Context: an optimization exercise on an open-source flow, tuned for small area, a short achievable clock period and few clock cycles per item. The choices shown serve that exercise and are no tape-out recipe. Function was checked by simulation only, so behaviour that the tests miss may differ from the original. Power and IR drop assume default switching activity.

==> flow/design.v <==
module mobius_inv_seq #(
   parameter int N      = 512,
   parameter int log2_N = 9,
   parameter int PRE    = 7
) (
   input  logic         clk,
   input  logic         rst_n,
   input  logic         start,
   input  logic [0:N-1] inputs,
   output logic         busy,
   output logic         done,
   output logic [0:N-1] outputs
);
   logic [0:N-1] lv [0:log2_N];
   logic [0:N-1] mid_q;
   logic         done_q;
   logic         accept;
   assign lv[0] = inputs;
   for (genvar s = 0; s < log2_N; s++) begin : g_lvl
      localparam int D = 1 << s;
      logic [0:N-1]   v;
      logic [0:N-1]   w;
      logic [0:N/2-1] hi;
      logic [0:N/2-1] lo;
      logic [0:N/2-1] x;
      if (s == PRE) begin : g_reg
         assign v = mid_q;
      end else begin : g_comb
         assign v = lv[s];
      end
      always_comb begin
         for (int k = 0; k < N / 2; k++) begin
            hi[k] = v[((k >> s) << (s + 1)) + D + (k & (D - 1))];
            lo[k] = v[((k >> s) << (s + 1)) + (k & (D - 1))];
         end
      end
      mobius_xor_vec #(.W(N / 2)) u_x (.a(hi), .b(lo), .y(x));
      always_comb begin
         w = v;
         for (int k = 0; k < N / 2; k++)
            w[((k >> s) << (s + 1)) + D + (k & (D - 1))] = x[k];
      end
      assign lv[s+1] = w;
   end
   assign accept = start & ~done_q;
   always_ff @(posedge clk or negedge rst_n) begin
      if (!rst_n) done_q <= 1'b0;
      else        done_q <= accept;
   end
   always_ff @(posedge clk) begin
      if (accept) mid_q <= lv[PRE];
   end
   assign busy    = 1'b0;
   assign done    = done_q;
   assign outputs = (PRE == log2_N) ? mid_q : lv[log2_N];
endmodule
module mobius_xor_vec #(
   parameter int W = 256
) (
   input  logic [0:W-1] a,
   input  logic [0:W-1] b,
   output logic [0:W-1] y
);
   assign y = a ^ b;
endmodule
==> flow/config.mk <==
export PLATFORM = sky130hd
export DESIGN_NAME = mobius_inv_seq
export DESIGN_NICKNAME = mobius_inv_seq
export VERILOG_FILES = /design/flow/design.v
export SDC_FILE = /design/flow/constraint.sdc
export NUM_CORES = 4
export LEC_CHECK = 0
export CAP_MARGIN = 10
export CORE_MARGIN = 2
export CORE_UTILIZATION = 58
export CTS_BUF_LIST = sky130_fd_sc_hd__clkbuf_4 sky130_fd_sc_hd__clkbuf_8
export SETUP_SLACK_MARGIN = 1.25
export SLEW_MARGIN = 10
export SYNTH_HIERARCHICAL = 1
export SYNTH_MINIMUM_KEEP_SIZE = 0
==> flow/constraint.sdc <==
create_clock -name core_clock -period 4.0 [get_ports {clk}]
set_input_delay 0.8000 -clock core_clock [delete_from_list [all_inputs] [get_ports {clk}]]
set_output_delay 0.8000 -clock core_clock [all_outputs]
set_load 0.01 [all_outputs]
standard.sh (not shown) runs the stock make flow with config.mk's settings and CLKGATE_MAP_FILE= SYNTH_SCRIPT=/design/flow/synth_recipe.tcl, a recipe that flattens the netlist after the stock synthesis.
==> flow/flow/run.sh <==
#!/bin/bash
# The standard layout, except that:
# - the port buffers are the smallest plain buffer (buf_1) instead of the
#   delay buffer buffer_ports picks by default;
# - pins may sit one routing track apart, so that the 1029 ports fit on the
#   edge of a die sized by the cells rather than by the pin count.
set -euo pipefail
export BUFFER_PORTS_ARGS="-buffer_cell sky130_fd_sc_hd__buf_1"
export PLACE_PINS_ARGS="-min_distance 1 -min_distance_in_tracks"
bash standard.sh > standard.log 2>&1
The baseline produced a clean layout.
Testbench counts at the start, summed over its fixed seeds: cycles 3,200, items 1,600.
==> next run, changes <==
Settings changed: CAP_MARGIN 10 to 20, CORE_UTILIZATION 58 to 65, CTS_BUF_LIST sky130_fd_sc_hd__clkbuf_4 sky130_fd_sc_hd__clkbuf_8 to default, SLEW_MARGIN 10 to 20.
Result: The new run ended with an error in global routing, error GRT-0116. Area after synthesis does not change. Synthesized cell count is unchanged.
==> next run, changes <==
Settings changed: CORE_UTILIZATION 65 to 50, SETUP_SLACK_MARGIN 1.25 to 1.5.
The new run produced a clean layout.
Area after synthesis stays the same.
Synthesized cell count does not change.
==> next run, changes <==
Settings changed: CORE_UTILIZATION 50 to 58, TNS_END_PERCENT from default to 10.
Outcome: The changed run completed with no timing, DRC or antenna violations; fmax goes down by roughly a tenth; sequential power barely changes; via count goes down by a few percent; flip-flop and latch count stays the same; routed wire length goes down by a few percent; setup slack loses 310 ps; worst hold slack gains 10 ps; sequential share of layout area goes up by 3.4 points; design area goes down by roughly a tenth; die area goes down by roughly a tenth; first-iteration DRC count goes up by a few percent.

========
// mobius_inv_seq: RTL as listed in full above, without the edits since
export LEC_CHECK = 0
export CAP_MARGIN = 20
export CORE_MARGIN = 2
export CORE_UTILIZATION = 50
export SETUP_SLACK_MARGIN = 2.0
export SLEW_MARGIN = 20
export SYNTH_HIERARCHICAL = 1
export SYNTH_MINIMUM_KEEP_SIZE = 0
create_clock -name core_clock -period 4.0 [get_ports {clk}]
Scripts as last shown in full above: flow/flow/run.sh
The first run never finished: it broke off in global routing (5_1_grt).
Testbench counts at the start, summed over its fixed seeds: cycles 3,200, items 1,600.
Edit:
--- a/flow/config.mk
+++ b/flow/config.mk
@@ -9,4 +9,4 @@
 export CORE_MARGIN = 2
-export CORE_UTILIZATION = 50
-export SETUP_SLACK_MARGIN = 2.0
+export CORE_UTILIZATION = 58
+export SETUP_SLACK_MARGIN = 1.25
 export SLEW_MARGIN = 20
The changed run finished clean.
Synthesized area stays the same.
Synthesized cell count is unchanged.
Edit:
==> flow/flow/run.sh (replaced) <==
#!/bin/bash
# The standard layout, except that the port buffers are the smallest plain
# buffer (buf_1) instead of the delay buffer buffer_ports picks by default.
set -euo pipefail
export BUFFER_PORTS_ARGS="-buffer_cell sky130_fd_sc_hd__buf_1"
bash standard.sh > standard.log 2>&1
--- a/flow/config.mk
+++ b/flow/config.mk
@@ -9,3 +9,3 @@
 export CORE_MARGIN = 2
-export CORE_UTILIZATION = 58
+export CORE_UTILIZATION = 40
 export SETUP_SLACK_MARGIN = 1.25
=> Register-to-register slack improves by 0.12 ns; maximum frequency is higher by 1.5%; via count falls by 3.4%; design area rose by 6.2%; core utilization came out lower by 19 points; clock skew is higher by 0.0067 ns; worst hold slack improved by 0.0030 ns; die area goes up by 44%; area after synthesis stays the same.
Edit:
==> flow/flow/run.sh (replaced) <==
#!/bin/bash
# The standard layout, except that:
# - the port buffers are the smallest plain buffer (buf_1) instead of the
#   delay buffer buffer_ports picks by default;
# - pins may sit one routing track apart, so that the 1029 ports fit on the
#   edge of a die sized by the cells rather than by the pin count.
set -euo pipefail
export BUFFER_PORTS_ARGS="-buffer_cell sky130_fd_sc_hd__buf_1"
export PLACE_PINS_ARGS="-min_distance 1 -min_distance_in_tracks"
bash standard.sh > standard.log 2>&1
--- a/flow/config.mk
+++ b/flow/config.mk
@@ -9,3 +9,4 @@
 export CORE_MARGIN = 2
-export CORE_UTILIZATION = 40
+export CORE_UTILIZATION = 58
+export GPL_ROUTABILITY_DRIVEN = 0
 export SETUP_SLACK_MARGIN = 1.25
What happened: The new run passed the timing, design-rule and antenna checks; total power shrinks by a few percent; synthesized area does not change; routed wire length shrinks by about a fifth.
Edit:
--- a/flow/config.mk
+++ b/flow/config.mk
@@ -9,4 +9,3 @@
 export CORE_MARGIN = 2
-export CORE_UTILIZATION = 58
-export GPL_ROUTABILITY_DRIVEN = 0
+export CORE_UTILIZATION = 50
 export SETUP_SLACK_MARGIN = 1.25
=>
- The changed run finished clean
- via count is about the same
- design area climbs slightly
- worst setup slack improves by 0.10 ns
- die area came out higher by about a fifth
- maximum frequency rises by a few percent
- core utilization drops by 9.8 points
- clock skew climbs by 0.019 ns
- register-to-register slack degrades by 0.15 ns
- clock power goes up by a few percent
- sequential power hardly moves
- flip-flop and latch count stays the same

## re-timing with driven ports
No port has a modelled driver above. Below, the same layouts with a new extraction and two added sets of constraints. Step 1 sets driving cells, clkbuf_16 on the clock port and buf_2 on the other inputs (assumed; they add their load-dependent delay and slew). Step 2 times the ports against the registers' clock, not the clock port: input delays grow and output delays shrink by t, the midpoint of the rising clock arrivals with the driver on. Slacks: no drivers / after step 1 / after step 2; pairs: no drivers / after step 1.
run	shift t [ns]	slack for setup (ns)	clock arrival spread, ns	worst slew at a driven data input, ns
the first run of note 1	0.762	1.156 / 1.123 / 0.416	0.050 / 0.051	0.21
the third run of note 1	0.707	1.302 / 1.230 / 0.570	0.048 / 0.047	0.18
the fourth run of note 1	0.703	0.992 / 1.037 / 0.334	0.026 / 0.026	0.20
the second run of note 2	0.706	1.128 / 1.116 / 0.461	0.026 / 0.027	0.21
the third run of note 2	0.702	1.170 / 1.129 / 0.502	0.048 / 0.049	0.14
the fourth run of note 2	0.696	1.036 / 0.967 / 0.529	0.017 / 0.017	0.21
the fifth run of note 2	0.704	1.140 / 1.149 / 0.488	0.054 / 0.053	0.19
After both steps every run listed still meets setup and hold. The setup slack of the first run of note 1, which loses most, moves by -0.033 ns with the drivers and by -0.740 ns with both steps.
